Background: an optimization exercise with open tools, aiming at small area, a short achievable clock period and few clock cycles per item. Do not read the settings as production practice.
For this run, only the layout was checked, not whether the RTL still works.
No activity file was given, so power comes from the tool's default toggle rates.

==> design.v <==
`default_nettype none
package fixflo_pkg;
  localparam int DATA_W = 16;
  localparam int FRAC_W = 8;    
  localparam int MAN_W    = 10;
  localparam int EXP_W    = 5;
  localparam int EXP_BIAS = 15;
  localparam int EXP_MAX  = 31;
  localparam logic [DATA_W-1:0] QNAN = 16'h7E00;
  localparam int ADR_W = 3;
  localparam logic [ADR_W-1:0] REG_A      = 3'd0;
  localparam logic [ADR_W-1:0] REG_B      = 3'd1;
  localparam logic [ADR_W-1:0] REG_CTRL   = 3'd2;  
  localparam logic [ADR_W-1:0] REG_RESULT = 3'd3;
  localparam logic [ADR_W-1:0] REG_STATUS = 3'd4;
  localparam int STAT_FLAGS_LSB = 0;
  localparam int STAT_DONE      = 8;
  typedef enum logic [1:0] {
    OP_FIX_ADD = 2'd0,
    OP_FIX_MUL = 2'd1,
    OP_FLT_MUL = 2'd2
  } op_e;   
  typedef struct packed {
    logic overflow;
    logic zero;
    logic nan;
    logic prec_lost;
  } flags_t;
endpackage
`default_nettype wire
`timescale 1ns/1ps
`default_nettype none
module fixflo_top (
  input  logic                          clk,
  input  logic                          reset,
  input  logic                          wb_cyc,
  input  logic                          wb_stb,
  input  logic                          wb_we,
  input  logic [fixflo_pkg::ADR_W-1:0]  wb_adr,
  input  logic [fixflo_pkg::DATA_W-1:0] wb_dat_i,
  output logic [fixflo_pkg::DATA_W-1:0] wb_dat_o,
  output logic                          wb_ack
);
  localparam logic [1:0] OP_ADD = 2'd0;
  localparam logic [1:0] OP_MUL = 2'd1;
  localparam logic [1:0] OP_FLT = 2'd2;
  logic [15:0] reg_a, reg_b;
  logic [15:0] res;         
  logic [3:0]  flags;       
  logic        done;
  logic        busy;        
  logic        fin;         
  logic [1:0]  op;
  logic [2:0]  cnt;         
  logic [15:0] acc;
  logic        sticky;
  logic        c_flt, c_add, c_keep;
  logic        s1, s2, s3;   
  logic [9:0]  x3_lo;        
  logic [7:0]  x3_fix;       
  logic [2:0]  x3_flt;       
  logic req, acc_en, wr, rd_result, ctrl_wr;
  logic [1:0] opc;
  assign req       = wb_cyc & wb_stb;
  assign acc_en    = req & ~wb_ack;
  assign wr        = acc_en & wb_we;
  assign rd_result = acc_en & ~wb_we & (wb_adr == fixflo_pkg::REG_RESULT);
  assign opc       = wb_dat_i[1:0];
  assign ctrl_wr   = wr & (wb_adr == fixflo_pkg::REG_CTRL);
  logic [15:0] x;
  logic [17:0] x3;
  logic [17:0] pp;
  logic [15:0] acc_in;
  logic [17:0] sum;
  logic [11:0] t3a;
  assign x      = c_flt ? {6'b000001, reg_a[9:0]} : reg_a;
  assign x3     = c_flt ? {5'b00000, x3_flt, x3_lo} : {x3_fix, x3_lo};
  assign pp     = ({2'b00, x} & {18{s1}}) | ({1'b0, x, 1'b0} & {18{s2}}) | (x3 & {18{s3}});
  assign acc_in = (acc & {16{c_keep}}) | (reg_b & {16{c_add}});
  assign sum    = {2'b00, acc_in} + pp;
  assign t3a    = {2'b00, reg_a[9:0]} + {1'b0, reg_a[9:0], 1'b0};
  logic last;
  always_comb
    case (op)
      OP_MUL:  last = (cnt == 3'd7);
      OP_FLT:  last = (cnt == 3'd4);
      default: last = 1'b1;
    endcase
  logic       busy_nx, fin_nx;
  logic [1:0] op_nx;
  logic [2:0] cnt_nx;
  always_comb
  begin
    busy_nx = busy;
    fin_nx  = fin;
    op_nx   = op;
    cnt_nx  = cnt;
    if (reset)
    begin
      busy_nx = 1'b0;
      fin_nx  = 1'b0;
      cnt_nx  = 3'd0;
    end
    else if (ctrl_wr)
    begin
      busy_nx = (opc != 2'd3);
      fin_nx  = 1'b0;
      op_nx   = opc;
      cnt_nx  = (opc == OP_MUL) ? 3'd1 : 3'd0;
    end
    else if (fin)
    begin
      busy_nx = 1'b0;
      fin_nx  = 1'b0;
      cnt_nx  = 3'd0;
    end
    else if (busy)
    begin
      cnt_nx = cnt + 3'd1;
      fin_nx = last;
    end
  end
  logic        sr;
  logic [4:0]  ea, eb;
  logic [9:0]  fa, fb;
  logic        a_zero, b_zero, a_inf, b_inf, a_nan, b_nan;
  logic [5:0]  e_sum;
  logic [5:0]  e_unb;
  logic        c_nan, c_inf, c_zero;
  logic [11:0] pre;           
  assign sr     = reg_a[15] ^ reg_b[15];
  assign ea     = reg_a[14:10];
  assign eb     = reg_b[14:10];
  assign fa     = reg_a[9:0];
  assign fb     = reg_b[9:0];
  assign a_zero = (ea == 5'd0);
  assign b_zero = (eb == 5'd0);
  assign a_inf  = (ea == 5'd31) & (fa == 10'd0);
  assign b_inf  = (eb == 5'd31) & (fb == 10'd0);
  assign a_nan  = (ea == 5'd31) & (fa != 10'd0);
  assign b_nan  = (eb == 5'd31) & (fb != 10'd0);
  assign c_nan  = a_nan | b_nan | (a_inf & b_zero) | (b_inf & a_zero);
  assign c_inf  = a_inf | b_inf;
  assign c_zero = a_zero | b_zero;
  assign e_sum  = {1'b0, ea} + {1'b0, eb};
  assign e_unb  = e_sum - 6'd15;
  logic ovf0, ovf1, uf0, uf1;
  assign ovf0 = (e_sum >= 6'd46);
  assign ovf1 = (e_sum >= 6'd45);
  assign uf0  = (e_sum <  6'd16);
  assign uf1  = (e_sum <  6'd15);
  assign pre = {c_nan,
                ~c_nan & (c_inf | (~c_zero & ovf0)),
                ~c_nan & (c_inf | (~c_zero & ovf1)),
                ~c_nan & ~c_inf & (c_zero | uf0),
                ~c_nan & ~c_inf & (c_zero | uf1),
                ~c_zero & uf0,
                ~c_zero & uf1,
                e_unb[4:0]};
  logic [11:0] s_top;         
  logic        n;
  logic [9:0]  mant;
  logic [4:0]  f_exp;
  logic        f_nan, f_inf, f_zero, f_uf;
  logic [15:0] f_res;
  logic [3:0]  f_flags;
  assign s_top  = acc[11:0] + {1'b1, fa};    
  assign n      = s_top[11];
  assign mant   = n ? s_top[10:1] : s_top[9:0];
  assign f_exp  = n ? res[4:0] + 5'd1 : res[4:0];
  assign f_nan  = res[11];
  assign f_inf  = n ? res[9] : res[10];
  assign f_zero = n ? res[7] : res[8];
  assign f_uf   = n ? res[5] : res[6];
  always_comb
  begin
    if (f_nan)
      f_res = fixflo_pkg::QNAN;
    else if (f_inf)
      f_res = {sr, 5'h1F, 10'h0};
    else if (f_zero)
      f_res = {sr, 15'h0};
    else
      f_res = {sr, f_exp, mant};
  end
  assign f_flags = {f_inf, f_zero, f_nan,
                    f_uf | (~f_nan & ~f_inf & ~f_zero & (sticky | (n & s_top[0])))};
  logic [15:0] res_nx;
  logic [3:0]  flags_nx;      
  always_comb
  begin
    case (op)
      OP_MUL:
      begin
        res_nx   = {acc[7:0], res[7:0]};
        flags_nx = {(|acc[15:8]), (res_nx == 16'h0), 1'b0, sticky};
      end
      OP_FLT:
      begin
        res_nx   = f_res;
        flags_nx = f_flags;
      end
      default:
      begin
        res_nx   = {acc[13:0], res[7:6]};
        flags_nx = {acc[14], (res_nx == 16'h0), 2'b00};
      end
    endcase
  end
  always_ff @(posedge clk)
  begin
    acc    <= sum[17:2];
    busy   <= busy_nx;
    fin    <= fin_nx;
    op     <= op_nx;
    cnt    <= cnt_nx;
    c_flt  <= busy_nx & ~fin_nx & (op_nx == OP_FLT);
    c_add  <= busy_nx & ~fin_nx & (op_nx == OP_ADD);
    c_keep <= busy_nx & ~fin_nx & (cnt_nx != 3'd0);
    x3_lo  <= t3a[9:0];
    x3_fix <= {6'b000000, t3a[11:10]} + {1'b0, reg_a[15:10], 1'b0} + {2'b00, reg_a[15:10]};
    x3_flt <= {1'b0, t3a[11:10]} + 3'd3;
    if (busy_nx && op_nx == OP_ADD)
      {s3, s2, s1} <= 3'b001;
    else
      case (reg_b[2*cnt_nx +: 2])
        2'd1:    {s3, s2, s1} <= 3'b001;
        2'd2:    {s3, s2, s1} <= 3'b010;
        2'd3:    {s3, s2, s1} <= 3'b100;
        default: {s3, s2, s1} <= 3'b000;
      endcase
    if (reset)
    begin
      wb_ack <= 1'b0;
      reg_a  <= '0;
      reg_b  <= '0;
      res    <= '0;
      flags  <= '0;
      done   <= 1'b0;
    end
    else
    begin
      wb_ack <= acc_en;
      if (wr && wb_adr == fixflo_pkg::REG_A) reg_a <= wb_dat_i;
      if (wr && wb_adr == fixflo_pkg::REG_B) reg_b <= wb_dat_i;
      if (rd_result) done <= 1'b0;
      if (fin)
      begin
        res   <= res_nx;
        flags <= flags_nx;
        done  <= 1'b1;
      end
      else if (busy)
      begin
        if ((op == OP_MUL && cnt[2]) || op == OP_ADD)
          res[7:0] <= {sum[1:0], res[7:2]};
        if (op == OP_FLT)
          res[11:0] <= pre;
      end
    end
    if (!busy || (!fin && (op == OP_FLT || !cnt[2])))
      sticky <= (c_keep & sticky) | (|sum[1:0]);
  end
  logic [15:0] status;
  always_comb
  begin
    status      = '0;
    status[8]   = done | fin;
    status[3:0] = fin ? flags_nx : flags;
  end
  always_ff @(posedge clk)
  begin
    case (wb_adr)
      fixflo_pkg::REG_A:      wb_dat_o <= reg_a;
      fixflo_pkg::REG_B:      wb_dat_o <= reg_b;
      fixflo_pkg::REG_RESULT: wb_dat_o <= res;
      fixflo_pkg::REG_STATUS: wb_dat_o <= status;
      default:                wb_dat_o <= '0;
    endcase
  end
endmodule
`default_nettype wire
==> run.sh <==
#!/bin/bash
# synth_recipe.tcl (not shown) runs the flow's synth.tcl, then flattens the netlist and writes it again
# the make line also repeats each setting of config.mk as NAME=value (left out here)
make -C /OpenROAD-flow-scripts/flow DESIGN_CONFIG=/design/flow/config.mk WORK_HOME=/design/flow/orfs CLKGATE_MAP_FILE= SYNTH_SCRIPT=/design/flow/synth_recipe.tcl finish
==> config.mk <==
export PLATFORM = sky130hd
export DESIGN_NAME = fixflo_top
export DESIGN_NICKNAME = fixflo_top
export VERILOG_FILES = /design/flow/design.v
export SDC_FILE = /design/flow/constraint.sdc
export NUM_CORES = 4
export LEC_CHECK = 0
export ABC_CLOCK_PERIOD_IN_PS = 2400
export CAP_MARGIN = 20
export CORE_MARGIN = 2
export CORE_UTILIZATION = 40
export SETUP_SLACK_MARGIN = 5
export SLEW_MARGIN = 20
==> constraint.sdc <==
create_clock -name core_clock -period 7.7 [get_ports {clk}]
set_input_delay 1.5400 -clock core_clock [delete_from_list [all_inputs] [get_ports {clk}]]
set_output_delay 1.5400 -clock core_clock [all_outputs]
set_load 0.01 [all_outputs]
==> results.txt <==
status=no timing/DRC/antenna violations; Pre-antenna DRT Iters=5; Crit path required time=8.01 ns; initial antenna violation count=1; critical path, cell by cell=ha_4 > inv_2 > fa_2 > nor2b_2 > o21ai_2 > a21boi_2 > o21ai_1 > nand2b_1 > a21o_1 > a21o_1 > a21o_1 > fa_2 > ha_4 > inv_2 > fa_2 > buf_4 > buf_4 > buf_6 > xnor2_1; fmax=0.279 GHz; CTS Buf Count=17; switching pwr=406 uW; drc violations=0; CP Class=reg2reg; register bit total from synthesis=between 100 and 150; Final Max Tran Viols=0; layout cell share with drive strength beyond 1=approximately a quarter; CP max stage delay=approximately 0.59 ns; area leader, netlist=dfxtp_1; placed instance area=0.00865 sq mm; slowest cell on the critical path=fa_2; slew margin rel.=43.7%; clock latency on the worst-skew pair=0.43 ns; Sequential Power Share=41.4%; Synth cell types=approximately 80; Core ar.=a little under 0.02 sq mm; largest net degree at the start of global routing=62; hpwl dp=about 18,000 microns; CTS root buf=clkbuf_16; CTS tree=built; worst hold path type=reg2reg; Max Cap Violations=0; warnings from Yosys=1; starting density of the core=40.9%; Top Family by Delay on Critical Path=adder cells; Reg clk slew, reported paths=~0.06 ns; drt initial violations=806; Placed Cells incl. Taps=~1,200; VDD IR max=0.148 mV; first-pass GRT wire length=42,400 microns; Avg Cell Area, Syn=8.52 sq um; final instance area=between 0.01 and 0.015 sq mm; WL per Instance=21.1 microns; vias=7,630; antenna cells=0; Hold Buf Count CTS=0; Hold Fails Final Rpt=0; Slew @ Worst Pin=0.844 ns; die area=0.0212 sq mm; total congestion overflow=0; clock power share=50.6%; Post-synth top flop=dfxtp_1; final WL=27,800 microns; critical path peak fanout=5; crit path buf inv count=5; # rows=51; top post-synthesis cells by area=dfxtp_1, ha_1, nor2_1, nand2_1, a21oi_1; fin cells=1,317; fill cell count=1,802; number of synthesized flops with an enable pin=1; Final Setup Violations=0; Post-Synthesis Cells=941; pwr dens=146 mW/mm^2; RD Place Congestion=0.976; Area growth syn-to-layout=31.8%; Die Wd=about 150 microns; Post-Syn Area=approximately 0.008 sq mm; Comb pwr share=under 10%; crit path DAT=3.89 ns; IO Port Bufs=40; async set-reset flop share out of synthesis=0%; startpoint type of the worst setup path=flip-flop; Worst setup EP type=flip-flop; unrepaired setup endpoints after global routing=true; worst-case clock buffer depth=2; H-tree levels=4; Leakage=4.58 nW; Boundary Pins=41; Die H=146 microns; Final Cycle Share=between 40% and 50%; fin crit period=3.58 ns; vias in the first global route=between 7,000 and 8,000; sequential area share after synthesis=a little under a third; Total GRT Usage=25.9%; post-synth top area share=around 30%; Mapped Nets=around 1,000; Routed Antenna Nets=0; Vias/cell=5.79; Final nets=1,141; Setup TNS=0 ns; Final Skew=between 0.008 and 0.009 ns; Pint=1.14 mW; Switching Fraction=26.2%; CTS Sinks=121
## worst paths after layout
check                              start         to  slack (ns)  cells past startpoint
worst min-delay path              wb_ack     wb_ack        0.47                      1
worst min register to register    wb_ack     wb_ack        0.47                      1
worst max-delay path            reg_a[1]  x3_fix[3]        4.12                     19
worst max register to register  reg_a[1]  x3_fix[3]        4.12                     19
## cell usage in the layout, fill, tap and decap left out, types with 13 or more instances in the layout
cell type and instances:
mux2i_1 25, o21ai_1 15, buf_6 32, ha_1 59, a21o_1 13, a21oi_1 51
buf_4 50, nor2_1 86, nor3_1 15, a22oi_1 18, clkdlybuf4s50_1 14, inv_1 54
o21ai_0 18, nand3_1 24, xor2_1 17, nand2_1 80, a22o_1 17, mux2_1 13
dlygate4sd2_1 17, clkbuf_16 19, xnor2_1 27, dfxtp_1 96
## cell usage after synthesis (18+ instances only)
| cell type | instances |
|---|---|
| dfxtp_1 | 120 |
| nor2_1 | 88 |
| nand2_1 | 82 |
| ha_1 | 72 |
| a21oi_1 | 61 |
| inv_1 | 60 |
| clkbuf_1 | 36 |
| mux2i_1 | 28 |
| xnor2_1 | 27 |
| nand3_1 | 26 |
| o21ai_1 | 19 |
| a22oi_1 | 18 |
| o21ai_0 | 18 |
## cells by family (layout without fill, tap and decap cells)
family                   Yosys count  count (layout)  share of synthesized area [%]
AO/OA/AOI/OAI                    249             249                           21.9
XOR/XNOR                          44              44                           4.80
adder cells (fa/ha/maj)           78              78                           12.7
buffers and inverters            112             223                           5.88
flip-flops                       121             121                           30.3
multiplexers                      55              55                           7.80
AND/OR/NAND/NOR                  282             282                           16.5
## per-layer routing
metal | track usage, % | up-vias | wire length (microns)
met2 | 41.3 | 322 | 12500
li1 | - | 3613 | -
met4 | 9.56 | 0 | 1060
met3 | 5.77 | 74 | 2110
met1 | 34.4 | 3621 | 12100
met5 | 0 | - | 0
## layout make-up
type / count / area [sq um] / area share, %
multi-input combinational: 708 / 5670 / 53.6
sequential: 121 / 2490 / 23.6
timing repair buffer: 127 / 1260 / 11.9
clock buffer: 19 / 454 / 4.30
tap: 265 / 332 / 3.14
inverter: 64 / 245 / 2.32
clock inverter: 13 / 119 / 1.12
## flip-flops by register name (all words and copies together) (netlist names), 4 cells and up
register and flops:
x3_fix 8, acc 16, wb_dat_o 16, flags 4, res 16, reg_b 16, x3_lo 10, reg_a 16
## power by group through the flow
stage | clock (mW) | sequential [mW] | combinational (mW)
global route | 0.816 | 0.640 | 0.132
floorplan | 0 | 0.651 | 0.0701
finish | 0.782 | 0.640 | 0.125
CTS | 0.783 | 0.641 | 0.119
global placement | 0 | 0.656 | 0.104
detailed placement | 0 | 0.656 | 0.105
## metrics by stage
stage | hold slack, ns | util [%] | setup slack [ns] | power [mW]
global placement | 0.458 | 44.2 | 3.16 | 0.760
CTS | 0.462 | 51.6 | 4.05 | 1.54
detailed placement | 0.459 | 44.2 | 3.09 | 0.761
finish | 0.466 | 54.0 | 4.12 | 1.55
floorplan | 0.407 | - | 4.31 | 0.721
global route | 0.508 | 54.0 | 3.97 | 1.59
## what timing repair did
item | in CTS | in global routing
resized for setup | 140 | 72
setup endpoints to repair | 111 | 46
gates cloned | 3 | 1
hold endpoints to repair | 0 | 0
buffers inserted | 56 | 21
pin swaps | 46 | 48

-- port drivers added, routing unchanged --
In the flow no input, the clock included, has a driving cell. The finished layout below was timed again as built, in two steps. Step 1, drivers: a clkbuf_16 drives clk and a buf_2 each remaining input, both assumed. Step 2 also shifts input and output timing later by t, the mid clock arrival at the registers, as if the neighbouring blocks saw the same clock. Three values: no drivers, after step 1, after step 2; two values: the first two.
t, ns: 0.471
setup slack, ns: 4.122 / 4.122 / 3.998
worst setup path after step 2: input to register
After both steps setup and hold are still met in this run. For this run, drivers alone change the setup slack by 0.000 ns; drivers and shift together by -0.124 ns.
